Background: an optimization exercise with open tools, aiming at small area and a short achievable clock period. Do not read the settings as production practice. Function was not checked in any run shown here: the RTL went through the layout flow alone. Power figures rest on the tool's default switching activity, not on a simulated workload.

==> design/flow/design.v <==
package ex_pkg;
	typedef enum logic [2:0] {
		ALU_PASS_B = 3'b000,
		ALU_ADD    = 3'b010,
		ALU_SUB    = 3'b011,
		ALU_AND    = 3'b100,
		ALU_OR     = 3'b101,
		ALU_XOR    = 3'b110
	} alu_op_t;
	typedef enum logic [2:0] {
		BR_NONE   = 3'd0,
		BR_UNCOND = 3'd1,
		BR_CBZ    = 3'd2,
		BR_CBNZ   = 3'd3,
		BR_COND   = 3'd4
	} br_kind_t;
	typedef enum logic [3:0] {
		COND_EQ = 4'b0000,
		COND_NE = 4'b0001,
		COND_MI = 4'b0100,
		COND_GE = 4'b1010,
		COND_LT = 4'b1011,
		COND_AL = 4'b1110
	} cond_t;
endpackage
`timescale 1ns/1ps
module ex_operand_stage #(
	parameter int DATA_WIDTH = 64
) (
	input  logic                  clk,
	input  logic                  reset,
	input  logic                  issue,
	input  logic [DATA_WIDTH-1:0] read_data1,
	input  logic [DATA_WIDTH-1:0] read_data2,
	input  logic [DATA_WIDTH-1:0] imm,
	input  logic [DATA_WIDTH-1:0] pc,
	input  logic [DATA_WIDTH-1:0] br_offset,
	input  logic [2:0]            alu_op,
	input  logic                  alu_src,
	input  logic                  set_flags,
	input  logic [2:0]            br_kind,
	input  logic [3:0]            cond,
	output logic                  op_valid,
	output logic [DATA_WIDTH-1:0] alu_g,
	output logic [DATA_WIDTH-1:0] alu_p,
	output logic                  alu_cin,
	output logic [DATA_WIDTH-1:0] store_operand,
	output logic [DATA_WIDTH-1:0] br_g,
	output logic [DATA_WIDTH-1:0] br_p,
	output logic                  set_flags_q,
	output logic [3:0]            test_q
);
	logic [DATA_WIDTH-1:0] a, b, g_d, p_d;
	logic                  cin_d;
	logic [3:0]            test_d;
	assign a = read_data1;
	assign b = alu_src ? imm : read_data2;
	always_comb begin
		g_d   = '0;
		cin_d = 1'b0;
		case (alu_op)
			3'b010: begin
				p_d = a ^ b;
				g_d = a & b;
			end
			3'b011: begin
				p_d   = ~(a ^ b);
				g_d   = a & ~b;
				cin_d = 1'b1;
			end
			3'b100:  p_d = a & b;
			3'b101:  p_d = a | b;
			3'b110:  p_d = a ^ b;
			default: p_d = b;
		endcase
	end
	always_comb begin
		test_d = 4'b0000;
		case (br_kind)
			3'd1: test_d = 4'b1000;
			3'd2: test_d = 4'b0100;
			3'd3: test_d = 4'b1100;
			3'd4: begin
				case (cond)
					4'b0000: test_d = 4'b0001;
					4'b0001: test_d = 4'b1001;
					4'b0100: test_d = 4'b0010;
					4'b1010: test_d = 4'b1011;
					4'b1011: test_d = 4'b0011;
					4'b1110: test_d = 4'b1000;
					default: test_d = 4'b0000;
				endcase
			end
			default: test_d = 4'b0000;
		endcase
	end
	always_ff @(posedge clk) begin
		if (reset)
			op_valid <= 1'b0;
		else
			op_valid <= issue;
	end
	always_ff @(posedge clk) begin
		alu_g         <= g_d;
		alu_p         <= p_d;
		alu_cin       <= cin_d;
		store_operand <= read_data2;
		br_g          <= {pc[DATA_WIDTH-1:2] & br_offset[DATA_WIDTH-3:0], 2'b00};
		br_p          <= {pc[DATA_WIDTH-1:2] ^ br_offset[DATA_WIDTH-3:0], pc[1:0]};
		set_flags_q   <= set_flags;
		test_q        <= test_d;
	end
endmodule
`timescale 1ns/1ps
module ex_prefix #(
	parameter int W    = 64,
	parameter int KIND = 0
) (
	input  logic [W-1:0] g,
	input  logic [W-1:0] p,
	input  logic         cin,
	output logic [W:0]   c
);
	localparam int L = $clog2(W);
	logic [2*L+1:0][W-1:0] gg;
	logic [2*L+1:0][W-1:0] pp;
	assign gg[0] = {g[W-1:1], g[0] | (p[0] & cin)};
	assign pp[0] = p;
	generate
		if (KIND == 0) begin : g_ks
			for (genvar l = 0; l < L; l++) begin : g_lvl
				for (genvar i = 0; i < W; i++) begin : g_bit
					if (i >= (1 << l)) begin : g_node
						assign gg[l+1][i] = gg[l][i] | (pp[l][i] & gg[l][i-(1<<l)]);
						assign pp[l+1][i] = pp[l][i] & pp[l][i-(1<<l)];
					end else begin : g_pass
						assign gg[l+1][i] = gg[l][i];
						assign pp[l+1][i] = pp[l][i];
					end
				end
			end
			assign c = {gg[L], cin};
		end else if (KIND == 1) begin : g_sk
			for (genvar l = 0; l < L; l++) begin : g_lvl
				for (genvar i = 0; i < W; i++) begin : g_bit
					if ((i >> l) % 2 == 1) begin : g_node
						localparam int J = ((i >> l) << l) - 1;
						assign gg[l+1][i] = gg[l][i] | (pp[l][i] & gg[l][J]);
						assign pp[l+1][i] = pp[l][i] & pp[l][J];
					end else begin : g_pass
						assign gg[l+1][i] = gg[l][i];
						assign pp[l+1][i] = pp[l][i];
					end
				end
			end
			assign c = {gg[L], cin};
		end else if (KIND == 2) begin : g_bk
			for (genvar l = 0; l < L; l++) begin : g_up
				for (genvar i = 0; i < W; i++) begin : g_bit
					if ((i % (2 << l)) == (2 << l) - 1) begin : g_node
						assign gg[l+1][i] = gg[l][i] | (pp[l][i] & gg[l][i-(1<<l)]);
						assign pp[l+1][i] = pp[l][i] & pp[l][i-(1<<l)];
					end else begin : g_pass
						assign gg[l+1][i] = gg[l][i];
						assign pp[l+1][i] = pp[l][i];
					end
				end
			end
			for (genvar l = L - 2; l >= 0; l--) begin : g_dn
				for (genvar i = 0; i < W; i++) begin : g_bit
					if ((i % (2 << l)) == (1 << l) - 1 && i >= (2 << l)) begin : g_node
						assign gg[2*L-1-l][i] = gg[2*L-2-l][i] | (pp[2*L-2-l][i] & gg[2*L-2-l][i-(1<<l)]);
						assign pp[2*L-1-l][i] = pp[2*L-2-l][i] & pp[2*L-2-l][i-(1<<l)];
					end else begin : g_pass
						assign gg[2*L-1-l][i] = gg[2*L-2-l][i];
						assign pp[2*L-1-l][i] = pp[2*L-2-l][i];
					end
				end
			end
			assign c = {gg[2*L-1], cin};
		end else begin : g_hc
			assign gg[1] = gg[0];
			assign pp[1] = pp[0];
			for (genvar l = 0; l < L; l++) begin : g_lvl
				for (genvar i = 0; i < W; i++) begin : g_bit
					if (l == 0 && i % 2 == 1) begin : g_n0
						assign gg[l+2][i] = gg[l+1][i] | (pp[l+1][i] & gg[l+1][i-1]);
						assign pp[l+2][i] = pp[l+1][i] & pp[l+1][i-1];
					end else if (l > 0 && i % 2 == 1 && i >= (1 << l)) begin : g_nl
						assign gg[l+2][i] = gg[l+1][i] | (pp[l+1][i] & gg[l+1][i-(1<<l)]);
						assign pp[l+2][i] = pp[l+1][i] & pp[l+1][i-(1<<l)];
					end else begin : g_pass
						assign gg[l+2][i] = gg[l+1][i];
						assign pp[l+2][i] = pp[l+1][i];
					end
				end
			end
			for (genvar i = 0; i < W; i++) begin : g_fix
				if (i % 2 == 0 && i > 0) begin : g_node
					assign gg[L+2][i] = gg[L+1][i] | (pp[L+1][i] & gg[L+1][i-1]);
				end else begin : g_pass
					assign gg[L+2][i] = gg[L+1][i];
				end
			end
			assign pp[L+2] = pp[L+1];
			assign c = {gg[L+2], cin};
		end
	endgenerate
endmodule
`timescale 1ns/1ps
module ex_branch_unit (
	input  logic [3:0] test,
	input  logic       rt_zero,
	input  logic       negative,
	input  logic       zero,
	input  logic       overflow,
	output logic       taken
);
	logic t;
	always_comb begin
		case (test[2:0])
			3'd1:    t = zero;
			3'd2:    t = negative;
			3'd3:    t = negative ^ overflow;
			3'd4:    t = rt_zero;
			default: t = 1'b0;
		endcase
	end
	assign taken = t ^ test[3];
endmodule
`timescale 1ns/1ps
module ex_result_stage #(
	parameter int DATA_WIDTH = 64
) (
	input  logic                  clk,
	input  logic                  reset,
	input  logic                  op_valid,
	input  logic                  set_flags,
	input  logic [DATA_WIDTH-1:0] alu_result_in,
	input  logic [3:0]            alu_flags_in,
	input  logic [DATA_WIDTH-1:0] store_operand,
	input  logic [DATA_WIDTH-1:0] target_in,
	input  logic                  taken_in,
	output logic                  result_valid,
	output logic [DATA_WIDTH-1:0] alu_result,
	output logic [DATA_WIDTH-1:0] store_data,
	output logic [DATA_WIDTH-1:0] br_target,
	output logic                  br_taken,
	output logic                  negative,
	output logic                  zero,
	output logic                  overflow,
	output logic                  carry_out
);
	always_ff @(posedge clk) begin
		if (reset) begin
			result_valid <= 1'b0;
			br_taken     <= 1'b0;
		end else begin
			result_valid <= op_valid;
			br_taken     <= op_valid & taken_in;
		end
	end
	always_ff @(posedge clk) begin
		if (op_valid) begin
			alu_result <= alu_result_in;
			store_data <= store_operand;
			br_target  <= target_in;
		end
	end
	always_ff @(posedge clk) begin
		if (reset) begin
			negative  <= 1'b0;
			zero      <= 1'b0;
			overflow  <= 1'b0;
			carry_out <= 1'b0;
		end else if (op_valid && set_flags) begin
			negative  <= alu_flags_in[3];
			zero      <= alu_flags_in[2];
			overflow  <= alu_flags_in[1];
			carry_out <= alu_flags_in[0];
		end
	end
endmodule
`timescale 1ns/1ps
module ex_top #(
	parameter int DATA_WIDTH = 64,
	parameter int ALU_KIND   = 0,
	parameter int BR_KIND    = 0
) (
	input  logic                  clk,
	input  logic                  reset,
	input  logic                  issue,
	input  logic [DATA_WIDTH-1:0] read_data1,
	input  logic [DATA_WIDTH-1:0] read_data2,
	input  logic [DATA_WIDTH-1:0] pc,
	input  logic [DATA_WIDTH-1:0] imm,
	input  logic [DATA_WIDTH-1:0] br_offset,
	input  ex_pkg::alu_op_t       alu_op,
	input  logic                  alu_src,
	input  logic                  set_flags,
	input  ex_pkg::br_kind_t      br_kind,
	input  ex_pkg::cond_t         cond,
	output logic                  result_valid,
	output logic [DATA_WIDTH-1:0] alu_result,
	output logic [DATA_WIDTH-1:0] store_data,
	output logic [DATA_WIDTH-1:0] br_target,
	output logic                  br_taken,
	output logic                  negative,
	output logic                  zero,
	output logic                  overflow,
	output logic                  carry_out
);
	localparam int MSB = DATA_WIDTH - 1;
	logic                  op_valid;
	logic [DATA_WIDTH-1:0] alu_g, alu_p, br_g, br_p, store_operand;
	logic                  alu_cin, set_flags_q;
	logic [3:0]            test_q;
	ex_operand_stage #(.DATA_WIDTH(DATA_WIDTH)) u_operand (
		.clk(clk), .reset(reset), .issue(issue),
		.read_data1(read_data1), .read_data2(read_data2), .imm(imm),
		.pc(pc), .br_offset(br_offset), .alu_op(alu_op), .alu_src(alu_src),
		.set_flags(set_flags), .br_kind(br_kind), .cond(cond),
		.op_valid(op_valid), .alu_g(alu_g), .alu_p(alu_p), .alu_cin(alu_cin),
		.store_operand(store_operand), .br_g(br_g), .br_p(br_p),
		.set_flags_q(set_flags_q), .test_q(test_q)
	);
	logic [DATA_WIDTH:0]   ac;
	logic [DATA_WIDTH-1:0] alu_out;
	logic                  alu_n, alu_z, alu_v, alu_c;
	ex_prefix #(.W(DATA_WIDTH), .KIND(ALU_KIND)) u_alu_carry (
		.g(alu_g), .p(alu_p), .cin(alu_cin), .c(ac)
	);
	assign alu_out = alu_p ^ ac[MSB:0];
	assign alu_n   = alu_out[MSB];
	assign alu_c   = ac[DATA_WIDTH];
	assign alu_v   = ac[DATA_WIDTH] ^ ac[MSB];
	assign alu_z   = &(alu_p ~^ {alu_g[MSB-1:0] | alu_p[MSB-1:0], alu_cin});
	logic [DATA_WIDTH:0]   bc;
	logic [DATA_WIDTH-1:0] target;
	ex_prefix #(.W(DATA_WIDTH), .KIND(BR_KIND)) u_br_carry (
		.g(br_g), .p(br_p), .cin(1'b0), .c(bc)
	);
	assign target = br_p ^ bc[MSB:0];
	logic taken;
	ex_branch_unit u_branch (
		.test(test_q), .rt_zero(store_operand == '0),
		.negative(negative), .zero(zero), .overflow(overflow), .taken(taken)
	);
	ex_result_stage #(.DATA_WIDTH(DATA_WIDTH)) u_result (
		.clk(clk), .reset(reset), .op_valid(op_valid), .set_flags(set_flags_q),
		.alu_result_in(alu_out), .alu_flags_in({alu_n, alu_z, alu_v, alu_c}),
		.store_operand(store_operand), .target_in(target), .taken_in(taken),
		.result_valid(result_valid), .alu_result(alu_result),
		.store_data(store_data), .br_target(br_target), .br_taken(br_taken),
		.negative(negative), .zero(zero), .overflow(overflow),
		.carry_out(carry_out)
	);
endmodule
==> design/flow/run.sh <==
#!/bin/bash
# synth_recipe.tcl (not shown) runs the flow's synth.tcl, then flattens the netlist and writes it again
# the make line also repeats each setting of config.mk as NAME=value (left out here)
make -C /OpenROAD-flow-scripts/flow DESIGN_CONFIG=/design/flow/config.mk WORK_HOME=/design/flow/orfs CLKGATE_MAP_FILE= SYNTH_SCRIPT=/design/flow/synth_recipe.tcl finish
==> design/flow/config.mk <==
export PLATFORM = sky130hd
export DESIGN_NAME = ex_top
export DESIGN_NICKNAME = ex_top
export VERILOG_FILES = /design/flow/design.v
export SDC_FILE = /design/flow/constraint.sdc
export NUM_CORES = 4
export LEC_CHECK = 0
export CAP_MARGIN = 20
export CORE_MARGIN = 2
export CORE_UTILIZATION = 40
export SLEW_MARGIN = 20
==> design/flow/constraint.sdc <==
create_clock -name core_clock -period 5.5 [get_ports {clk}]
set_input_delay 1.1000 -clock core_clock [delete_from_list [all_inputs] [get_ports {clk}]]
set_output_delay 1.1000 -clock core_clock [all_outputs]
set_load 0.01 [all_outputs]
==> flow_results.xml, run 1 <==
<?xml version="1.0" encoding="UTF-8"?>
<metrics>
  <group name="global_route">
    <metric name="antenna_found_initial" unit="">14</metric>
    <metric name="grt.overflow.total" unit="">0</metric>
    <metric name="global_route.usage.total" unit="">0.246</metric>
    <metric name="grt.met1_usage" unit="">0.302</metric>
    <metric name="gr-usage-met2" unit="">0.429</metric>
    <metric name="grt_pass1_wl" unit="microns">135000</metric>
    <metric name="busiest_layer" unit="">met2</metric>
    <metric name="via_count_of_the_first_global_routing_pass" unit="">23100</metric>
    <metric name="use_met3" unit="">0.0501</metric>
    <metric name="grt_max_degree" unit="">140</metric>
  </group>
  <group name="synth">
    <metric name="synth_fp_nets" unit="">3413</metric>
    <metric name="synth_sequential_area_ratio" unit="">0.450</metric>
    <metric name="ys_warn_count" unit="">3</metric>
    <metric name="netlist-cell-type-count" unit="">73</metric>
    <metric name="synth_enable_flop_cells" unit="">192</metric>
    <metric name="synth_ff_type" unit="">sky130_fd_sc_hd__dfxtp_1</metric>
    <metric name="synthesis.area" unit="sq um">27500</metric>
    <metric name="postSynthRegisterBits" unit="">522</metric>
    <metric name="synth_area_per_cell" unit="sq um">9.74</metric>
    <metric name="syn-instance-count" unit="">2822</metric>
    <metric name="synth_async_sr_flop_share" unit="">0</metric>
  </group>
  <group name="routing">
    <metric name="drt_drc_violations_left" unit="">0</metric>
    <metric name="drt_first_pass_iters" unit="">6</metric>
    <metric name="post_drt_wl_per_cell" unit="microns">21.2</metric>
    <metric name="dr_vias" unit="">22800</metric>
    <metric name="detail-route-antenna-nets" unit="">0</metric>
    <metric name="vias_per_cell" unit="">5.43</metric>
    <metric name="drt_iter0_drc" unit="">1705</metric>
    <metric name="drt-total-wl" unit="microns">89000</metric>
  </group>
  <group name="floorplan">
    <metric name="rows" unit="">96</metric>
    <metric name="chipHeight" unit="microns">266</metric>
    <metric name="design.core.area" unit="sq um">68300</metric>
    <metric name="die_width" unit="microns">266</metric>
    <metric name="dieArea" unit="sq um">70800</metric>
    <metric name="num_io_pins" unit="">533</metric>
    <metric name="initial_util" unit="">0.402</metric>
  </group>
  <group name="worst_setup_path">
    <metric name="endpoint_kind" unit="">register</metric>
    <metric name="crit_start" unit="">u_operand.alu_p[0]</metric>
    <metric name="critPathLaunchType" unit="">register</metric>
    <metric name="setup_slack_on_the_worst_flop_to_flop_path" unit="ps">1720</metric>
    <metric name="worst_ep_required_time" unit="ps">5840</metric>
    <metric name="critical-path-slowest-cell" unit="">sky130_fd_sc_hd__o2111ai_1</metric>
    <metric name="worst_r2r_path_depth" unit="">15</metric>
    <metric name="crit_fanout" unit="">6</metric>
    <metric name="crit-reg2reg-launch" unit="">u_operand.alu_p[0]</metric>
    <metric name="worstPathCellList" unit="">ha_1 &gt; or2_2 &gt; ha_1 &gt; o211ai_1 &gt; a21oi_1 &gt; o2111ai_1 &gt; nand3_1 &gt; a31oi_1 &gt; buf_4 &gt; o311ai_1 &gt; a31oi_1 &gt; o21ai_1 &gt; nand4_1 &gt; and3b_1 &gt; xnor2_1</metric>
    <metric name="critical_path.endpoint" unit="">u_result.alu_result[62]</metric>
    <metric name="critPathArrivalTime" unit="ps">4130</metric>
    <metric name="worst_r2r_endpoint" unit="">u_result.alu_result[62]</metric>
    <metric name="critical-path-max-stage-delay" unit="ps">370</metric>
    <metric name="setup.worst_path.class" unit="">reg -&gt; reg</metric>
  </group>
  <group name="final_layout">
    <metric name="final_cell_mix" unit="">526 x sky130_fd_sc_hd__clkdlybuf4s50_1, 329 x sky130_fd_sc_hd__dfxtp_1, 296 x sky130_fd_sc_hd__a21oi_1</metric>
    <metric name="number_of_fill_cells_in_the_layout" unit="">6051</metric>
    <metric name="areaGrowthSynthToFinish" unit="%">28.8</metric>
    <metric name="drive_above_1_share" unit="">0.0458</metric>
    <metric name="finish.net_count" unit="">3859</metric>
    <metric name="layout.cells.most_common" unit="">sky130_fd_sc_hd__clkdlybuf4s50_1</metric>
  </group>
  <group name="timing">
    <metric name="worst_clk_skew" unit="ps">17.7</metric>
    <metric name="timing.slew.headroom" unit="">0.325</metric>
    <metric name="timing.final.setup_violations" unit="">0</metric>
    <metric name="setup_total_negative_slack" unit="ps">0</metric>
    <metric name="achievable-frequency" unit="GHz">0.264</metric>
    <metric name="hold-worst-slack" unit="ps">404</metric>
    <metric name="final_min_period_over_clock_period" unit="">0.688</metric>
    <metric name="min_period" unit="ps">3780</metric>
    <metric name="worst_pin_slew" unit="ps">1010</metric>
    <metric name="final_max_slew_viol_count" unit="">0</metric>
    <metric name="setup_repair_after_global_routing_missed_its_margin" unit="">false</metric>
    <metric name="final_hold_viol_count" unit="">0</metric>
  </group>
  <group name="clocking">
    <metric name="worst_skew_pair.late_latency" unit="ps">620</metric>
    <metric name="cts.root.buffer_cell" unit="">sky130_fd_sc_hd__clkbuf_16</metric>
    <metric name="cts_max_level" unit="">2</metric>
    <metric name="postCtsHoldBufs" unit="">0</metric>
    <metric name="cts_sinks" unit="">522</metric>
    <metric name="count_of_cells_resized_by_post_cts_repair" unit="">0</metric>
    <metric name="cts_inserted_buffers" unit="">59</metric>
    <metric name="cts.clk_slew.worst_paths" unit="ps">60</metric>
    <metric name="cts_tree" unit="">yes</metric>
    <metric name="post-cts-setup-buffer-count" unit="">0</metric>
    <metric name="clockBufferDepth" unit="">3</metric>
  </group>
  <group name="min_path">
    <metric name="hold_path_startpoint" unit="">u_operand.br_p[2]</metric>
    <metric name="hold_removal_path_class" unit="">reg -&gt; reg</metric>
  </group>
  <group name="place">
    <metric name="place.gp.congestion" unit="">0.909</metric>
    <metric name="dp_hpwl" unit="microns">68600</metric>
    <metric name="io_buffers" unit="">530</metric>
  </group>
  <group name="power_and_ir_drop">
    <metric name="ir_worst_vdd" unit="uV">212</metric>
    <metric name="power.density" unit="nW/um^2">308</metric>
    <metric name="power" unit="W">0.0109</metric>
    <metric name="power.static_leakage" unit="nW">14.9</metric>
  </group>
  <group name="run_status">
    <metric name="result_of_the_run" unit="">complete, no violations</metric>
  </group>
  <group name="flow_run">
    <metric name="drv.max_cap_violation_count" unit="">0</metric>
  </group>
</metrics>
[registers in the layout, summed over array words and instances, names as in the netlist, 4 cells and up]
signal                   flops
u_operand.alu_g             64
u_operand.alu_p             64
u_operand.br_g              61
u_operand.br_p              64
u_operand.store_operand     64
u_operand.test_q             4
u_result.alu_result         64
u_result.br_target          64
u_result.store_data         64
[cell usage after synthesis, drive strengths merged, types with 11 or more instances]
library cell	n	share of area
o211ai	11	0.0030
xnor2	90	0.029
nand3	23	0.0042
nor4	30	0.0068
o31ai	12	0.0033
mux2i	145	0.053
clkbuf	139	0.019
o21a	15	0.0041
buf	21	0.0032
o21bai	26	0.0071
nand2b	16	0.0036
nor2	240	0.033
edfxtp	192	0.21
inv	178	0.024
and3	11	0.0025
a21o	69	0.019
xor2	45	0.014
nor2b	16	0.0036
nor3	40	0.0073
ha	256	0.12
a21oi	299	0.055
nand4	40	0.0091
a22o	64	0.020
dfxtp	330	0.24
nand2	165	0.023
o21ai	147	0.027
o221ai	13	0.0041
a211oi	49	0.013
mux2	16	0.0066
a31oi	18	0.0041
[power breakdown]
part | leakage [nW] | internal (W) | switching (W)
clock network | 0.975 | 0.00235 | 0.00161
registers | 4.57 | 0.00440 | 0.000394
logic | 9.35 | 0.00103 | 0.00110
total | 14.9 | 0.00778 | 0.00311
[layout make-up]
cell class                      count  area, sq um  area share
Antenna cell                        6         15.0    0.000424
Clock buffer                       89         1810      0.0510
Clock inverter                     22          163     0.00459
Inverter                          178          668      0.0189
Multi-Input combinational cell   1962        13800       0.391
Sequential cell                   522        12400       0.350
Tap cell                          882         1100      0.0312
Timing Repair Buffer              545         5430       0.153
[per-layer routing]
metal | wire (microns) | share of wire | vias up
met4 | 2560 | 0.029 | 10
met1 | 37100 | 0.42 | 10900
met5 | 67 | 0.00075 | -
li1 | - | - | 11000
met2 | 43700 | 0.49 | 740
met3 | 5600 | 0.063 | 160
[cell families (layout without fill, tap and decap cells)]
| family | Yosys count | count (layout) | share of synthesized area |
|---|---|---|---|
| and+or+nand+nor | 621 | 621 | 0.104 |
| DFF | 522 | 522 | 0.450 |
| AOI/OAI and AO/OA | 789 | 789 | 0.181 |
| adders and majority gates | 256 | 256 | 0.117 |
| xor gates and xnor gates | 135 | 135 | 0.0430 |
| other | 0 | 6 | 0 |
| muxes | 161 | 161 | 0.0593 |
| buffers and inverters | 338 | 834 | 0.0465 |
[critical path: cells and delay by family, from the launching register on]
family | cells | cell delay (ps)
adders and majority gates | 2 | 410
and+or+nand+nor | 4 | 870
buffers and inverters | 1 | 190
DFF | 1 | 310
xor gates and xnor gates | 1 | 60
AOI/OAI and AO/OA | 7 | 1680
[stage by stage]
step                cells  setup slack (ps)   util  cell area (sq um)
global placement     4089              1790  0.489              33400
CTS                  4200              1700  0.518              35400
global route         4205              1510  0.518              35400
finish               4206              1720  0.518              35400
detailed placement   4089              1720  0.489              33400
floorplan            2822              1750      -              27500
[worst min path at each step]
stage,to,depth (start not counted)
after floorplan,u_result.br_target[0],0
after global placement,u_result.br_target[0],0
after detailed placement,u_result.br_target[2],0
after CTS,u_result.br_target[2],0
after global routing,u_result.br_target[2],0
final,u_result.br_target[2],0
==> run 2: changes to the inputs <==
--- a/design/flow/config.mk
+++ b/design/flow/config.mk
@@ -7,2 +7,3 @@
 export LEC_CHECK = 0
+export ABC_CLOCK_PERIOD_IN_PS = 2500
 export CAP_MARGIN = 20
@@ -10,2 +11,3 @@
 export CORE_UTILIZATION = 40
+export SETUP_SLACK_MARGIN = 2.5
 export SLEW_MARGIN = 20
==> run 2 against run 1 <==
  * Count of clock-buffer cells in the layout down 18
  * Highest routed layer unchanged
  * Largest cell class unchanged
  * Largest power group unchanged
  * Maximum frequency rose by 23%
  * Register-to-register slack better by 700 ps
==> flow_results.xml, run 2 <==
<?xml version="1.0" encoding="UTF-8"?>
<metrics>
  <group name="synth">
    <metric name="synth.cells.most_frequent" unit="">330 x sky130_fd_sc_hd__dfxtp_1, 296 x sky130_fd_sc_hd__a21oi_1, 256 x sky130_fd_sc_hd__ha_1, 240 x sky130_fd_sc_hd__nor2_1, 192 x sky130_fd_sc_hd__edfxtp_1</metric>
    <metric name="syn-instance-count" unit="">2822</metric>
    <metric name="synth_enable_flop_cells" unit="">192</metric>
    <metric name="synth_async_sr_flop_share" unit="">0</metric>
    <metric name="netlist-cell-type-count" unit="">73</metric>
    <metric name="postSynthRegisterBits" unit="">522</metric>
    <metric name="synthesis.area" unit="sq um">27500</metric>
    <metric name="synth_fp_nets" unit="">3413</metric>
    <metric name="synth_top_area_share" unit="">0.240</metric>
    <metric name="synth_area_per_cell" unit="sq um">9.74</metric>
    <metric name="synth_sequential_area_ratio" unit="">0.450</metric>
    <metric name="synth.area.top_cells" unit="">sky130_fd_sc_hd__dfxtp_1 24%, sky130_fd_sc_hd__edfxtp_1 21%, sky130_fd_sc_hd__ha_1 12%</metric>
    <metric name="ys_warn_count" unit="">3</metric>
    <metric name="synth.most_common_cell" unit="">sky130_fd_sc_hd__dfxtp_1</metric>
    <metric name="synth_top_cell_by_area" unit="">sky130_fd_sc_hd__dfxtp_1</metric>
    <metric name="synth_ff_type" unit="">sky130_fd_sc_hd__dfxtp_1</metric>
  </group>
  <group name="worst_setup_path">
    <metric name="critPathLaunchType" unit="">register</metric>
    <metric name="crit-reg2reg-launch" unit="">u_operand.alu_p[0]</metric>
    <metric name="crit_start" unit="">u_operand.alu_p[0]</metric>
    <metric name="cp_num_cells" unit="">14</metric>
    <metric name="setup_slack_on_the_worst_flop_to_flop_path" unit="ps">2420</metric>
    <metric name="worst_r2r_path_depth" unit="">14</metric>
    <metric name="critical-path-max-stage-delay" unit="ps">330</metric>
    <metric name="setup.worst_path.class" unit="">reg -&gt; reg</metric>
    <metric name="critical-path-slowest-cell" unit="">sky130_fd_sc_hd__dfxtp_2</metric>
    <metric name="endpoint_kind" unit="">register</metric>
    <metric name="crit_family" unit="">compound AO/OA/AOI/OAI gates</metric>
    <metric name="critPathArrivalTime" unit="ps">3440</metric>
    <metric name="path_buf_inv" unit="">0</metric>
    <metric name="worstPathCellList" unit="">ha_4 &gt; or2_4 &gt; ha_4 &gt; o211ai_1 &gt; a21oi_2 &gt; o2111ai_2 &gt; nand3_2 &gt; a31oi_4 &gt; o311ai_4 &gt; a31oi_4 &gt; o21ai_2 &gt; nand4_1 &gt; and3b_1 &gt; xnor2_1</metric>
    <metric name="crit_fanout" unit="">3</metric>
    <metric name="worst_ep_required_time" unit="ps">5860</metric>
    <metric name="worst_r2r_endpoint" unit="">u_result.alu_result[62]</metric>
  </group>
  <group name="clocking">
    <metric name="worst_skew_pair.late_latency" unit="ps">630</metric>
    <metric name="cts_tree" unit="">yes</metric>
    <metric name="cts_inserted_buffers" unit="">61</metric>
    <metric name="cts_sinks" unit="">522</metric>
    <metric name="clockBufferDepth" unit="">3</metric>
    <metric name="cts.root.buffer_cell" unit="">sky130_fd_sc_hd__clkbuf_16</metric>
    <metric name="postCtsHoldBufs" unit="">0</metric>
    <metric name="cts_max_level" unit="">2</metric>
    <metric name="cts.clk_slew.worst_paths" unit="ps">60</metric>
  </group>
  <group name="min_path">
    <metric name="hold_removal_path_class" unit="">reg -&gt; reg</metric>
    <metric name="whs_endpoint" unit="">u_result.br_target[2]</metric>
    <metric name="worstHoldPathCells" unit="">0</metric>
    <metric name="hold_path_startpoint" unit="">u_operand.br_p[2]</metric>
  </group>
  <group name="final_layout">
    <metric name="postLayoutCoreUtil" unit="">0.534</metric>
    <metric name="areaGrowthSynthToFinish" unit="%">32.7</metric>
    <metric name="seq_area" unit="sq um">12400</metric>
    <metric name="multi_input_comb_area" unit="sq um">14400</metric>
    <metric name="finish.net_count" unit="">3897</metric>
    <metric name="layout.cells.most_common" unit="">sky130_fd_sc_hd__clkdlybuf4s50_1</metric>
    <metric name="drive_above_1_share" unit="">0.0879</metric>
    <metric name="number_of_fill_cells_in_the_layout" unit="">6027</metric>
    <metric name="fin_cells" unit="">4242</metric>
    <metric name="final_cell_mix" unit="">526 x sky130_fd_sc_hd__clkdlybuf4s50_1, 307 x sky130_fd_sc_hd__dfxtp_1, 286 x sky130_fd_sc_hd__a21oi_1</metric>
  </group>
  <group name="place">
    <metric name="dp_hpwl" unit="microns">68100</metric>
    <metric name="io_buffers" unit="">530</metric>
    <metric name="placed_cells" unit="">4090</metric>
    <metric name="place.gp.congestion" unit="">0.910</metric>
  </group>
  <group name="global_route">
    <metric name="use_met3" unit="">0.0433</metric>
    <metric name="antenna_found_initial" unit="">11</metric>
    <metric name="global_route.usage.total" unit="">0.247</metric>
    <metric name="busiest_layer" unit="">met2</metric>
    <metric name="grt.overflow.total" unit="">0</metric>
    <metric name="gr-usage-met2" unit="">0.441</metric>
    <metric name="via_count_of_the_first_global_routing_pass" unit="">23000</metric>
    <metric name="grt_pass1_wl" unit="microns">135000</metric>
    <metric name="grt_max_degree" unit="">79</metric>
    <metric name="grt.met1_usage" unit="">0.304</metric>
  </group>
  <group name="run_status">
    <metric name="result_of_the_run" unit="">complete, no violations</metric>
  </group>
  <group name="routing">
    <metric name="drt_drc_violations_left" unit="">0</metric>
    <metric name="drt-total-wl" unit="microns">90500</metric>
    <metric name="drt_first_pass_iters" unit="">7</metric>
    <metric name="vias_per_cell" unit="">5.44</metric>
    <metric name="detail-route-antenna-nets" unit="">0</metric>
    <metric name="dr_vias" unit="">23100</metric>
    <metric name="drt_iter0_drc" unit="">1426</metric>
    <metric name="post_drt_wl_per_cell" unit="microns">21.3</metric>
  </group>
  <group name="timing">
    <metric name="final_hold_viol_count" unit="">0</metric>
    <metric name="hold-worst-slack" unit="ps">411</metric>
    <metric name="min_period" unit="ps">3080</metric>
    <metric name="setup_repair_after_global_routing_missed_its_margin" unit="">true</metric>
    <metric name="final_max_slew_viol_count" unit="">0</metric>
    <metric name="setup_total_negative_slack" unit="ps">0</metric>
    <metric name="timing.final.setup_violations" unit="">0</metric>
    <metric name="worst_clk_skew" unit="ps">19.0</metric>
    <metric name="final_min_period_over_clock_period" unit="">0.560</metric>
    <metric name="achievable-frequency" unit="GHz">0.325</metric>
    <metric name="timing.slew.headroom" unit="">0.369</metric>
    <metric name="worst_pin_slew" unit="ps">920</metric>
  </group>
  <group name="floorplan">
    <metric name="chipHeight" unit="microns">266</metric>
    <metric name="num_io_pins" unit="">533</metric>
    <metric name="initial_util" unit="">0.402</metric>
    <metric name="dieArea" unit="sq um">70800</metric>
    <metric name="die_width" unit="microns">266</metric>
    <metric name="rows" unit="">96</metric>
    <metric name="design.core.area" unit="sq um">68300</metric>
  </group>
  <group name="power_and_ir_drop">
    <metric name="power.density" unit="nW/um^2">311</metric>
    <metric name="ir_worst_vdd" unit="uV">294</metric>
    <metric name="power.static_leakage" unit="nW">15.3</metric>
  </group>
  <group name="flow_run">
    <metric name="drv.max_cap_violation_count" unit="">0</metric>
  </group>
</metrics>
[run 2: cell counts after synthesis]
No cell type changed its count.
[run 2: layer usage]
| layer | up-vias | wire [microns] |
|---|---|---|
| met5 | - | 79 |
| met4 | 14 | 2240 |
| met3 | 134 | 5530 |
| met2 | 765 | 45300 |
| met1 | 11100 | 37300 |
| li1 | 11100 | - |
[run 2: layout make-up]
class | instances | area share
sequential | 522 | 0.340
antenna | 3 | 0.000206
timing repair buffer | 581 | 0.156
clock buffer | 71 | 0.0449
multi-input combinational | 1962 | 0.396
inverter | 178 | 0.0183
tap | 882 | 0.0302
clock inverter | 43 | 0.0138
[run 2: how the worst max path moves through the flow]
stage	to	slack (ps)
global placement	u_result.alu_result[62]	1640
floorplan	u_operand.alu_p[4]	2360
CTS	u_result.alu_result[62]	2380
finish	u_result.alu_result[62]	2420
detailed placement	u_result.alu_result[62]	1580
global route	u_result.alu_result[55]	2260
[run 2: stage by stage]
stage	instance area [sq um]	power, W	setup slack [ps]
6_report	36500	0.0114	2420
5_1_grt	36500	0.0118	2260
3_3_place_gp	33400	0.00693	1640
2_1_floorplan	27500	0.00594	2360
4_1_cts	36200	0.0114	2380
3_5_place_dp	33400	0.00698	1580
[run 2: what timing repair did]
action	4_1_cts	5_1_grt
pin swaps	44	39
gates resized for setup	90	52
buffers inserted	23	12
setup endpoints to repair	45	42
[run 2: power by group]
| part | switching [W] | leakage (nW) | internal [W] |
|---|---|---|---|
| Clock | 0.00176 | 1.04 | 0.00254 |
| Sequential | 0.000399 | 4.57 | 0.00440 |
| Combinational | 0.00116 | 9.69 | 0.00110 |
| Total | 0.00332 | 15.3 | 0.00804 |
[run 2: worst register-to-register path: stages (launching register included)]
cell,delay (ps)
sky130_fd_sc_hd__dfxtp_2,330
sky130_fd_sc_hd__ha_4,150
sky130_fd_sc_hd__or2_4,230
sky130_fd_sc_hd__ha_4,160
sky130_fd_sc_hd__o211ai_1,270
sky130_fd_sc_hd__a21oi_2,130
sky130_fd_sc_hd__o2111ai_2,270
sky130_fd_sc_hd__nand3_2,180
sky130_fd_sc_hd__a31oi_4,280
sky130_fd_sc_hd__o311ai_4,140
sky130_fd_sc_hd__a31oi_4,220
sky130_fd_sc_hd__o21ai_2,110
sky130_fd_sc_hd__nand4_1,100
sky130_fd_sc_hd__and3b_1,170
sky130_fd_sc_hd__xnor2_1,80
[run 2: cell families (layout without fill, tap and decap cells)]
family | count (synthesis) | after routing | synth area share
other | 0 | 3 | 0
buffers and inverters | 338 | 873 | 0.0465
multiplexers | 161 | 161 | 0.0593
flip-flops | 522 | 522 | 0.450
XOR/XNOR | 135 | 135 | 0.0430
AND/OR/NAND/NOR | 621 | 621 | 0.104
adder cells (fa/ha/maj) | 256 | 256 | 0.117
AO/OA/AOI/OAI | 789 | 789 | 0.181
==> run 3: changes to the inputs <==
--- a/design/flow/design.v
+++ b/design/flow/design.v
@@ -286,4 +286,4 @@
 	parameter int DATA_WIDTH = 64,
-	parameter int ALU_KIND   = 0,
-	parameter int BR_KIND    = 0
+	parameter int ALU_KIND   = 2,
+	parameter int BR_KIND    = 2
 ) (
--- a/design/flow/config.mk
+++ b/design/flow/config.mk
@@ -7,3 +7,2 @@
 export LEC_CHECK = 0
-export ABC_CLOCK_PERIOD_IN_PS = 2500
 export CAP_MARGIN = 20
@@ -11,3 +10,2 @@
 export CORE_UTILIZATION = 40
-export SETUP_SLACK_MARGIN = 2.5
 export SLEW_MARGIN = 20
==> run 3 against run 2 <==
  * Cell count decreased by 15%
  * Wire length decreased by 17%
  * Die area decreased by 12%
  * Count of clock-buffer cells in the layout increased by 22
  * Critical path depth increased by 3
  * Still clean
  * Critical path type unchanged
  * First-iteration DRC count decreased by 24%
  * Synthesized cell count decreased by 21%
==> flow_results.xml, run 3 <==
<?xml version="1.0" encoding="UTF-8"?>
<metrics>
  <group name="final_layout">
    <metric name="number_of_fill_cells_in_the_layout" unit="">5277</metric>
    <metric name="finish.net_count" unit="">3401</metric>
    <metric name="seq_area" unit="sq um">12400</metric>
    <metric name="areaGrowthSynthToFinish" unit="%">33.4</metric>
    <metric name="layout.cells.most_common" unit="">sky130_fd_sc_hd__clkdlybuf4s50_1</metric>
    <metric name="final_cell_mix" unit="">528 x sky130_fd_sc_hd__clkdlybuf4s50_1, 329 x sky130_fd_sc_hd__dfxtp_1, 317 x sky130_fd_sc_hd__ha_1</metric>
    <metric name="drive_above_1_share" unit="">0.0450</metric>
    <metric name="multi_input_comb_area" unit="sq um">11000</metric>
  </group>
  <group name="synth">
    <metric name="synth.area.top_cells" unit="">sky130_fd_sc_hd__dfxtp_1 27%, sky130_fd_sc_hd__edfxtp_1 24%, sky130_fd_sc_hd__ha_1 16%</metric>
    <metric name="syn-instance-count" unit="">2224</metric>
    <metric name="synth_sequential_area_ratio" unit="">0.510</metric>
    <metric name="postSynthRegisterBits" unit="">522</metric>
    <metric name="synth_top_area_share" unit="">0.272</metric>
    <metric name="synth_enable_flop_cells" unit="">192</metric>
    <metric name="synth_fp_nets" unit="">2876</metric>
    <metric name="synth_top_cell_by_area" unit="">sky130_fd_sc_hd__dfxtp_1</metric>
    <metric name="synth.cells.most_frequent" unit="">330 x sky130_fd_sc_hd__dfxtp_1, 317 x sky130_fd_sc_hd__ha_1, 254 x sky130_fd_sc_hd__nor2_1, 197 x sky130_fd_sc_hd__a21oi_1, 192 x sky130_fd_sc_hd__edfxtp_1</metric>
    <metric name="synth_ff_type" unit="">sky130_fd_sc_hd__dfxtp_1</metric>
    <metric name="synth_area_per_cell" unit="sq um">10.9</metric>
    <metric name="synth_async_sr_flop_share" unit="">0</metric>
    <metric name="ys_warn_count" unit="">3</metric>
    <metric name="synth.most_common_cell" unit="">sky130_fd_sc_hd__dfxtp_1</metric>
    <metric name="netlist-cell-type-count" unit="">59</metric>
    <metric name="synthesis.area" unit="sq um">24300</metric>
  </group>
  <group name="place">
    <metric name="dp_hpwl" unit="microns">56100</metric>
    <metric name="io_buffers" unit="">530</metric>
    <metric name="place.gp.congestion" unit="">0.876</metric>
  </group>
  <group name="worst_setup_path">
    <metric name="critPathLaunchType" unit="">register</metric>
    <metric name="setup.worst_path.class" unit="">reg -&gt; reg</metric>
    <metric name="worst_ep_required_time" unit="ps">6060</metric>
    <metric name="critical_path.most_common_cell" unit="">sky130_fd_sc_hd__ha_1</metric>
    <metric name="crit_family" unit="">compound AO/OA/AOI/OAI gates</metric>
    <metric name="critical-path-slowest-cell" unit="">sky130_fd_sc_hd__a211o_1</metric>
    <metric name="critical-path-max-stage-delay" unit="ps">400</metric>
    <metric name="path_buf_inv" unit="">0</metric>
    <metric name="endpoint_kind" unit="">register</metric>
    <metric name="critPathArrivalTime" unit="ps">4710</metric>
    <metric name="crit_fanout" unit="">6</metric>
    <metric name="setup_slack_on_the_worst_flop_to_flop_path" unit="ps">1360</metric>
    <metric name="worstPathCellList" unit="">ha_1 &gt; or2_2 &gt; ha_1 &gt; o21ai_0 &gt; a211oi_1 &gt; o21ai_1 &gt; a21oi_1 &gt; o21ai_2 &gt; a31oi_2 &gt; a211o_1 &gt; nand2b_1 &gt; o21ai_1 &gt; ha_1 &gt; nor2_1 &gt; nor2_1 &gt; a2111oi_0 &gt; and3_1</metric>
  </group>
  <group name="clocking">
    <metric name="post-cts-setup-buffer-count" unit="">0</metric>
    <metric name="postCtsHoldBufs" unit="">0</metric>
    <metric name="cts_tree" unit="">yes</metric>
    <metric name="count_of_cells_resized_by_post_cts_repair" unit="">0</metric>
    <metric name="cts.root.buffer_cell" unit="">sky130_fd_sc_hd__clkbuf_16</metric>
    <metric name="worst_skew_pair.late_latency" unit="ps">620</metric>
    <metric name="cts.clk_slew.worst_paths" unit="ps">60</metric>
    <metric name="cts_sinks" unit="">522</metric>
    <metric name="cts_max_level" unit="">2</metric>
    <metric name="clockBufferDepth" unit="">3</metric>
    <metric name="cts_inserted_buffers" unit="">59</metric>
  </group>
  <group name="timing">
    <metric name="setup_repair_after_global_routing_missed_its_margin" unit="">false</metric>
    <metric name="worst_pin_slew" unit="ps">1080</metric>
    <metric name="achievable-frequency" unit="GHz">0.241</metric>
    <metric name="timing.slew.headroom" unit="">0.275</metric>
    <metric name="timing.final.setup_violations" unit="">0</metric>
    <metric name="final_hold_viol_count" unit="">0</metric>
    <metric name="worst_clk_skew" unit="ps">19.8</metric>
    <metric name="setup_total_negative_slack" unit="ps">0</metric>
    <metric name="final_max_slew_viol_count" unit="">0</metric>
    <metric name="min_period" unit="ps">4140</metric>
    <metric name="final_min_period_over_clock_period" unit="">0.753</metric>
  </group>
  <group name="min_path">
    <metric name="hold_removal_path_class" unit="">reg -&gt; reg</metric>
  </group>
  <group name="global_route">
    <metric name="grt.met1_usage" unit="">0.297</metric>
    <metric name="antenna_found_initial" unit="">9</metric>
    <metric name="use_met3" unit="">0.0510</metric>
    <metric name="gr-usage-met2" unit="">0.395</metric>
    <metric name="busiest_layer" unit="">met2</metric>
    <metric name="grt_pass1_wl" unit="microns">112000</metric>
    <metric name="grt.overflow.total" unit="">0</metric>
    <metric name="via_count_of_the_first_global_routing_pass" unit="">19000</metric>
    <metric name="global_route.usage.total" unit="">0.233</metric>
    <metric name="grt_max_degree" unit="">82</metric>
  </group>
  <group name="floorplan">
    <metric name="design.core.area" unit="sq um">60100</metric>
    <metric name="chipHeight" unit="microns">250</metric>
    <metric name="rows" unit="">90</metric>
    <metric name="num_io_pins" unit="">533</metric>
    <metric name="dieArea" unit="sq um">62700</metric>
    <metric name="die_width" unit="microns">250</metric>
    <metric name="initial_util" unit="">0.404</metric>
  </group>
  <group name="power_and_ir_drop">
    <metric name="power.density" unit="nW/um^2">320</metric>
    <metric name="power.static_leakage" unit="nW">13.8</metric>
    <metric name="ir_worst_vdd" unit="uV">217</metric>
    <metric name="power" unit="W">0.0103</metric>
  </group>
  <group name="routing">
    <metric name="drt_first_pass_iters" unit="">5</metric>
    <metric name="drt_drc_violations_left" unit="">0</metric>
    <metric name="drt-total-wl" unit="microns">74900</metric>
    <metric name="drt_iter0_drc" unit="">1079</metric>
    <metric name="detail-route-antenna-nets" unit="">0</metric>
    <metric name="post_drt_wl_per_cell" unit="microns">20.9</metric>
    <metric name="dr_vias" unit="">18700</metric>
    <metric name="vias_per_cell" unit="">5.23</metric>
  </group>
  <group name="flow_run">
    <metric name="drv.max_cap_violation_count" unit="">0</metric>
  </group>
  <group name="run_status">
    <metric name="result_of_the_run" unit="">complete, no violations</metric>
  </group>
</metrics>
-- run 3: cell count changes in the layout (fill, tap and decap cells not counted), sizes merged, moves of 39 or more --
cell and delta:
a21oi -102, a22o -63, a22oi +66, buf -39, ha +61, nand2 -120
o21ai -96, o22ai +68, xor2 -40
-- run 3: power by group --
group	total [W]	switching [W]	internal (W)
Clock	0.00393	0.00161	0.00232
Sequential	0.00466	0.000269	0.00439
Combinational	0.00176	0.000874	0.000887
Total	0.0103	0.00276	0.00759
-- run 3: through the flow --
| step | hold slack [ps] | utilization | cell area (sq um) | instances | worst slack [ps] |
|---|---|---|---|---|---|
| 3_3_place_gp | 391 | 0.505 | 30400 | 3469 | 1370 |
| 6_report | 405 | 0.538 | 32400 | 3585 | 1360 |
| 4_1_cts | 406 | 0.538 | 32400 | 3581 | 1310 |
| 2_1_floorplan | 386 | - | 24300 | 2224 | 1190 |
| 5_1_grt | 421 | 0.538 | 32400 | 3583 | 1020 |
| 3_5_place_dp | 392 | 0.506 | 30400 | 3470 | 1300 |
-- run 3: worst paths after layout --
| check | start | to | cells past startpoint |
|---|---|---|---|
| worst min-delay path | u_operand.br_p[2] | u_result.br_target[2] | 0 |
| worst max register to register | u_operand.alu_p[0] | u_result.overflow | 17 |
| worst max-delay path | u_operand.alu_p[0] | u_result.overflow | 17 |
| worst min register to register | u_operand.br_p[2] | u_result.br_target[2] | 0 |
-- run 3: cell type report --
| class | instances | share of cell area |
|---|---|---|
| flip-flops and latches | 522 | 0.382 |
| multi-input cells | 1455 | 0.340 |
| repair buffers | 544 | 0.168 |
| clock inverters | 18 | 0.00383 |
| inverters | 167 | 0.0194 |
| well taps | 782 | 0.0302 |
| clock buffers | 93 | 0.0563 |
| diodes | 4 | 0.000309 |
-- run 3: logic make-up after synthesis --
family          share of synthesized area
mux                                0.0528
simple gates                       0.0796
compound gates                      0.131
fa+ha+maj                           0.163
buf+inv                            0.0383
flops                               0.510
xor+xnor                           0.0249
-- run 3: per-layer routing --
| layer | vias up | share of wire |
|---|---|---|
| met3 | 122 | 0.066 |
| met1 | 8981 | 0.43 |
| met5 | - | 0.00061 |
| met4 | 6 | 0.027 |
| li1 | 9001 | - |
| met2 | 625 | 0.48 |
==> run 4: changes to the inputs <==
--- a/design/flow/design.v
+++ b/design/flow/design.v
@@ -286,4 +286,4 @@
 	parameter int DATA_WIDTH = 64,
-	parameter int ALU_KIND   = 2,
-	parameter int BR_KIND    = 2
+	parameter int ALU_KIND   = 0,
+	parameter int BR_KIND    = 0
 ) (
==> design/flow/flow/run.sh (new file) <==
#!/bin/bash
# Standard layout, with plain buf_1 cells as the port buffers instead of the
# buffer_ports default (clkdlybuf4s50_1). Each tool's output goes to its own log.
set -euo pipefail
export BUFFER_PORTS_ARGS="-buffer_cell sky130_fd_sc_hd__buf_1"
bash standard.sh synth > synth.log 2>&1
bash standard.sh > layout.log 2>&1
==> design/flow/standard.sh (new file) <==
#!/bin/bash
# synth_recipe.tcl (not shown) runs the flow's synth.tcl, then flattens the netlist and writes it again
# the make line also repeats each setting of config.mk as NAME=value (left out here)
make -C /OpenROAD-flow-scripts/flow DESIGN_CONFIG=/design/flow/config.mk WORK_HOME=/design/flow/orfs CLKGATE_MAP_FILE= SYNTH_SCRIPT=/design/flow/synth_recipe.tcl "${@:-finish}"
--- a/design/flow/config.mk
+++ b/design/flow/config.mk
@@ -7,2 +7,3 @@
 export LEC_CHECK = 0
+export ABC_CLOCK_PERIOD_IN_PS = 2500
 export CAP_MARGIN = 20
@@ -10,2 +11,4 @@
 export CORE_UTILIZATION = 40
+export CTS_BUF_LIST = sky130_fd_sc_hd__clkbuf_8
+export SETUP_SLACK_MARGIN = 2.5
 export SLEW_MARGIN = 20
removed: design/flow/run.sh
==> run 4 against run 3 <==
  * Still clean on timing, DRC and antenna
  * Cell count grew 20%
  * Count of clock-buffer cells in the layout grew 12
  * Register-to-register slack gained 980 ps
  * Combinational power grew 8%
  * Synthesized area grew 13%
  * Synthesized cell count grew 27%
  * Critical endpoint is now u_result.alu_result[60]
  * Largest power group unchanged
==> flow_results.xml, run 4 <==
<?xml version="1.0" encoding="UTF-8"?>
<metrics>
  <group name="timing">
    <metric name="final_min_period_over_clock_period" unit="">0.574</metric>
    <metric name="min_period" unit="ps">3160</metric>
    <metric name="worst_clk_skew" unit="ps">46.9</metric>
    <metric name="setup_total_negative_slack" unit="ps">0</metric>
    <metric name="worst_pin_slew" unit="ps">1040</metric>
    <metric name="achievable-frequency" unit="GHz">0.317</metric>
    <metric name="layout_setup_ws" unit="ps">2340</metric>
    <metric name="hold-worst-slack" unit="ps">403</metric>
    <metric name="final_max_slew_viol_count" unit="">0</metric>
    <metric name="timing.final.setup_violations" unit="">0</metric>
    <metric name="setup_repair_after_global_routing_missed_its_margin" unit="">true</metric>
    <metric name="timing.slew.headroom" unit="">0.308</metric>
    <metric name="final_hold_viol_count" unit="">0</metric>
  </group>
  <group name="routing">
    <metric name="drt_first_pass_iters" unit="">5</metric>
    <metric name="drt-total-wl" unit="microns">84300</metric>
    <metric name="dr_vias" unit="">22500</metric>
    <metric name="post_drt_wl_per_cell" unit="microns">19.6</metric>
    <metric name="drt_drc_violations_left" unit="">0</metric>
    <metric name="detail-route-antenna-nets" unit="">0</metric>
    <metric name="vias_per_cell" unit="">5.24</metric>
    <metric name="drt_iter0_drc" unit="">1388</metric>
  </group>
  <group name="synth">
    <metric name="synth.area.top_cells" unit="">sky130_fd_sc_hd__dfxtp_1 24%, sky130_fd_sc_hd__edfxtp_1 21%, sky130_fd_sc_hd__ha_1 12%</metric>
    <metric name="synth_sequential_area_ratio" unit="">0.450</metric>
    <metric name="postSynthRegisterBits" unit="">522</metric>
    <metric name="synth_enable_flop_cells" unit="">192</metric>
    <metric name="synth.most_common_cell" unit="">sky130_fd_sc_hd__dfxtp_1</metric>
    <metric name="synth_area_per_cell" unit="sq um">9.74</metric>
    <metric name="synth_top_cell_by_area" unit="">sky130_fd_sc_hd__dfxtp_1</metric>
    <metric name="ys_warn_count" unit="">3</metric>
    <metric name="synth_async_sr_flop_share" unit="">0</metric>
    <metric name="synth_top_area_share" unit="">0.240</metric>
    <metric name="synth.cells.most_frequent" unit="">330 x sky130_fd_sc_hd__dfxtp_1, 296 x sky130_fd_sc_hd__a21oi_1, 256 x sky130_fd_sc_hd__ha_1, 240 x sky130_fd_sc_hd__nor2_1, 192 x sky130_fd_sc_hd__edfxtp_1</metric>
    <metric name="synth_fp_nets" unit="">3413</metric>
    <metric name="syn-instance-count" unit="">2822</metric>
    <metric name="synth_ff_type" unit="">sky130_fd_sc_hd__dfxtp_1</metric>
    <metric name="netlist-cell-type-count" unit="">73</metric>
    <metric name="synthesis.area" unit="sq um">27500</metric>
  </group>
  <group name="floorplan">
    <metric name="chipHeight" unit="microns">266</metric>
    <metric name="dieArea" unit="sq um">70800</metric>
    <metric name="num_io_pins" unit="">533</metric>
    <metric name="design.core.area" unit="sq um">68300</metric>
    <metric name="die_width" unit="microns">266</metric>
    <metric name="rows" unit="">96</metric>
    <metric name="initial_util" unit="">0.402</metric>
  </group>
  <group name="clocking">
    <metric name="worst_skew_pair.late_latency" unit="ps">720</metric>
    <metric name="cts.root.buffer_cell" unit="">sky130_fd_sc_hd__clkbuf_8</metric>
    <metric name="postCtsHoldBufs" unit="">0</metric>
    <metric name="cts_max_level" unit="">3</metric>
    <metric name="cts_tree" unit="">yes</metric>
    <metric name="cts.clk_slew.worst_paths" unit="ps">60</metric>
    <metric name="cts_inserted_buffers" unit="">93</metric>
    <metric name="cts_sinks" unit="">522</metric>
    <metric name="clockBufferDepth" unit="">3</metric>
  </group>
  <group name="worst_setup_path">
    <metric name="critPathArrivalTime" unit="ps">3610</metric>
    <metric name="critical-path-max-stage-delay" unit="ps">400</metric>
    <metric name="worst_r2r_path_depth" unit="">13</metric>
    <metric name="cp_num_cells" unit="">13</metric>
    <metric name="crit_start" unit="">u_operand.alu_p[0]</metric>
    <metric name="worst_r2r_endpoint" unit="">u_result.alu_result[60]</metric>
    <metric name="crit_fanout" unit="">3</metric>
    <metric name="setup.worst_path.class" unit="">reg -&gt; reg</metric>
    <metric name="path_buf_inv" unit="">2</metric>
    <metric name="critPathLaunchType" unit="">register</metric>
    <metric name="critical_path.most_common_cell" unit="">sky130_fd_sc_hd__ha_4</metric>
    <metric name="worst_ep_required_time" unit="ps">5950</metric>
    <metric name="crit-reg2reg-launch" unit="">u_operand.alu_p[0]</metric>
    <metric name="crit_family" unit="">compound AO/OA/AOI/OAI gates</metric>
    <metric name="setup_slack_on_the_worst_flop_to_flop_path" unit="ps">2340</metric>
    <metric name="worstPathCellList" unit="">ha_4 &gt; or2_4 &gt; ha_4 &gt; o211ai_1 &gt; a21oi_2 &gt; o2111ai_2 &gt; a211o_4 &gt; a2111oi_4 &gt; a211o_1 &gt; o31ai_4 &gt; buf_4 &gt; buf_6 &gt; xnor2_2</metric>
    <metric name="endpoint_kind" unit="">register</metric>
    <metric name="critical_path.endpoint" unit="">u_result.alu_result[60]</metric>
    <metric name="critical-path-slowest-cell" unit="">sky130_fd_sc_hd__a211o_1</metric>
  </group>
  <group name="power_and_ir_drop">
    <metric name="ir_worst_vdd" unit="uV">218</metric>
    <metric name="internal-power" unit="W">0.00719</metric>
    <metric name="power.switching_fraction" unit="">0.312</metric>
    <metric name="power.density" unit="nW/um^2">316</metric>
    <metric name="power.share.combinational" unit="">0.182</metric>
    <metric name="register_share_of_total_power" unit="">0.459</metric>
    <metric name="power.static_leakage" unit="nW">13.9</metric>
    <metric name="p_sw" unit="W">0.00325</metric>
    <metric name="p_clk_frac" unit="">0.358</metric>
  </group>
  <group name="final_layout">
    <metric name="finish.net_count" unit="">3926</metric>
    <metric name="layout.cells.most_common" unit="">sky130_fd_sc_hd__buf_1</metric>
    <metric name="drive_above_1_share" unit="">0.0949</metric>
    <metric name="areaGrowthSynthToFinish" unit="%">20.3</metric>
    <metric name="final_cell_area" unit="sq um">33100</metric>
    <metric name="final_cell_mix" unit="">526 x sky130_fd_sc_hd__buf_1, 306 x sky130_fd_sc_hd__dfxtp_1, 284 x sky130_fd_sc_hd__a21oi_1</metric>
    <metric name="fin_cells" unit="">4300</metric>
  </group>
  <group name="place">
    <metric name="io_buffers" unit="">530</metric>
    <metric name="place.gp.congestion" unit="">0.924</metric>
    <metric name="preCtsSetupSlack" unit="ps">1650</metric>
    <metric name="placement.cell_area" unit="sq um">30100</metric>
    <metric name="dp_hpwl" unit="microns">62900</metric>
    <metric name="placed_cells" unit="">4086</metric>
  </group>
  <group name="min_path">
    <metric name="hold_removal_path_class" unit="">reg -&gt; reg</metric>
  </group>
  <group name="global_route">
    <metric name="antenna_found_initial" unit="">8</metric>
    <metric name="grt.overflow.total" unit="">0</metric>
    <metric name="grt_pass1_wl" unit="microns">125000</metric>
    <metric name="global_route.usage.total" unit="">0.229</metric>
    <metric name="via_count_of_the_first_global_routing_pass" unit="">21500</metric>
    <metric name="grt_max_degree" unit="">92</metric>
  </group>
  <group name="flow_run">
    <metric name="drv.max_cap_violation_count" unit="">0</metric>
  </group>
  <group name="run_status">
    <metric name="result_of_the_run" unit="">complete, no violations</metric>
  </group>
</metrics>
## run 4: cell types whose count changed after synthesis, sizes merged, moves of 61 or more
cell,change
a21oi,+102
o22ai,-68
a22oi,-66
a22o,+63
clkbuf,+81
ha,-61
o21ai,+96
nand2,+120
## run 4: cell families (layout without fill, tap and decap cells)
logic type | count (synthesis) | count (layout) | synth area share
compound gates | 789 | 789 | 0.181
simple gates | 621 | 621 | 0.104
flops | 522 | 522 | 0.450
buf+inv | 338 | 931 | 0.0465
fa+ha+maj | 256 | 256 | 0.117
mux | 161 | 161 | 0.0593
xor+xnor | 135 | 135 | 0.0430
other cells | 0 | 3 | 0
## run 4: stage by stage
stage	power, W	util
after detailed placement	0.00662	0.441
final	0.0104	0.484
after global placement	0.00661	0.441
after floorplan	0.00594	-
after global routing	0.0110	0.484
after CTS	0.0105	0.477
## run 4: worst min-delay path by stage
stage,startpoint,to,depth (start not counted)
floorplan,u_operand.br_p[0],u_result.br_target[0],0
global placement,u_operand.br_p[1],u_result.br_target[1],0
detailed placement,u_operand.br_p[2],u_result.br_target[2],0
CTS,u_operand.br_p[2],u_result.br_target[2],0
global route,u_operand.br_p[2],u_result.br_target[2],0
finish,u_operand.br_p[2],u_result.br_target[2],0
## run 4: area by class of cell
| class | count | area, sq um |
|---|---|---|
| Inverter | 178 | 668 |
| Clock inverter | 70 | 483 |
| Fill cell | 6620 | 35300 |
| Timing Repair Buffer | 578 | 2420 |
| Multi-Input combinational cell | 1962 | 14500 |
| Tap cell | 882 | 1100 |
| Clock buffer | 105 | 1450 |
| Sequential cell | 522 | 12400 |
| Antenna cell | 3 | 7.51 |
## run 4: repair_timing
item,in CTS,in global routing
endpoints found under the setup margin,48,42
buffers inserted,18,17
pin swaps,39,46
cloned,0,0
resized for setup,81,73
## run 4: metal layers
metal | up-vias | wire length [microns] | share of wire | track usage
met5 | - | 45 | 0.00053 | 0
met4 | 6 | 1740 | 0.021 | 0.0650
met3 | 111 | 5190 | 0.062 | 0.0485
met2 | 672 | 41400 | 0.49 | 0.402
met1 | 10600 | 35900 | 0.43 | 0.284
li1 | 11200 | - | - | -
## run 4: power by group through the flow
| stage | sequential, W | combinational, W | clock (W) |
|---|---|---|---|
| after floorplan | 0.00470 | 0.00124 | 0 |
| after global placement | 0.00486 | 0.00175 | 0 |
| after detailed placement | 0.00485 | 0.00177 | 0 |
| after CTS | 0.00478 | 0.00185 | 0.00385 |
| after global routing | 0.00484 | 0.00212 | 0.00401 |
| final | 0.00480 | 0.00190 | 0.00374 |

[afterwards: timing with drivers on the ports]
The flow's constraints put no driver on any port. The routed layouts listed below were extracted and timed again, unchanged, in two steps. Step 1, drivers: a clkbuf_16 drives clk and a buf_2 each remaining input, both assumed. Step 2 adds t to the input delays and takes it off the output delays; t is the mean of the earliest and latest rising clock arrival at the registers after step 1. Input paths then give back, and output paths get back, about the clock's delay inside the block. a / b / c = no drivers / after step 1 / after step 2; a / b = the first two.
run	t, ns	setup WS [ns]	worst setup path at the end
run 1	0.673	1.718 / 1.718 / 1.672	input to register
run 2	0.677	2.421 / 2.421 / 2.023	input to register
run 3	0.677	1.357 / 1.357 / 1.259	input to register
run 4	0.754	2.341 / 2.341 / 2.000	input to register
After both steps every run listed still meets setup and hold. For run 2, which loses most, drivers alone change the setup slack by 0.000 ns; drivers and shift together by -0.398 ns.
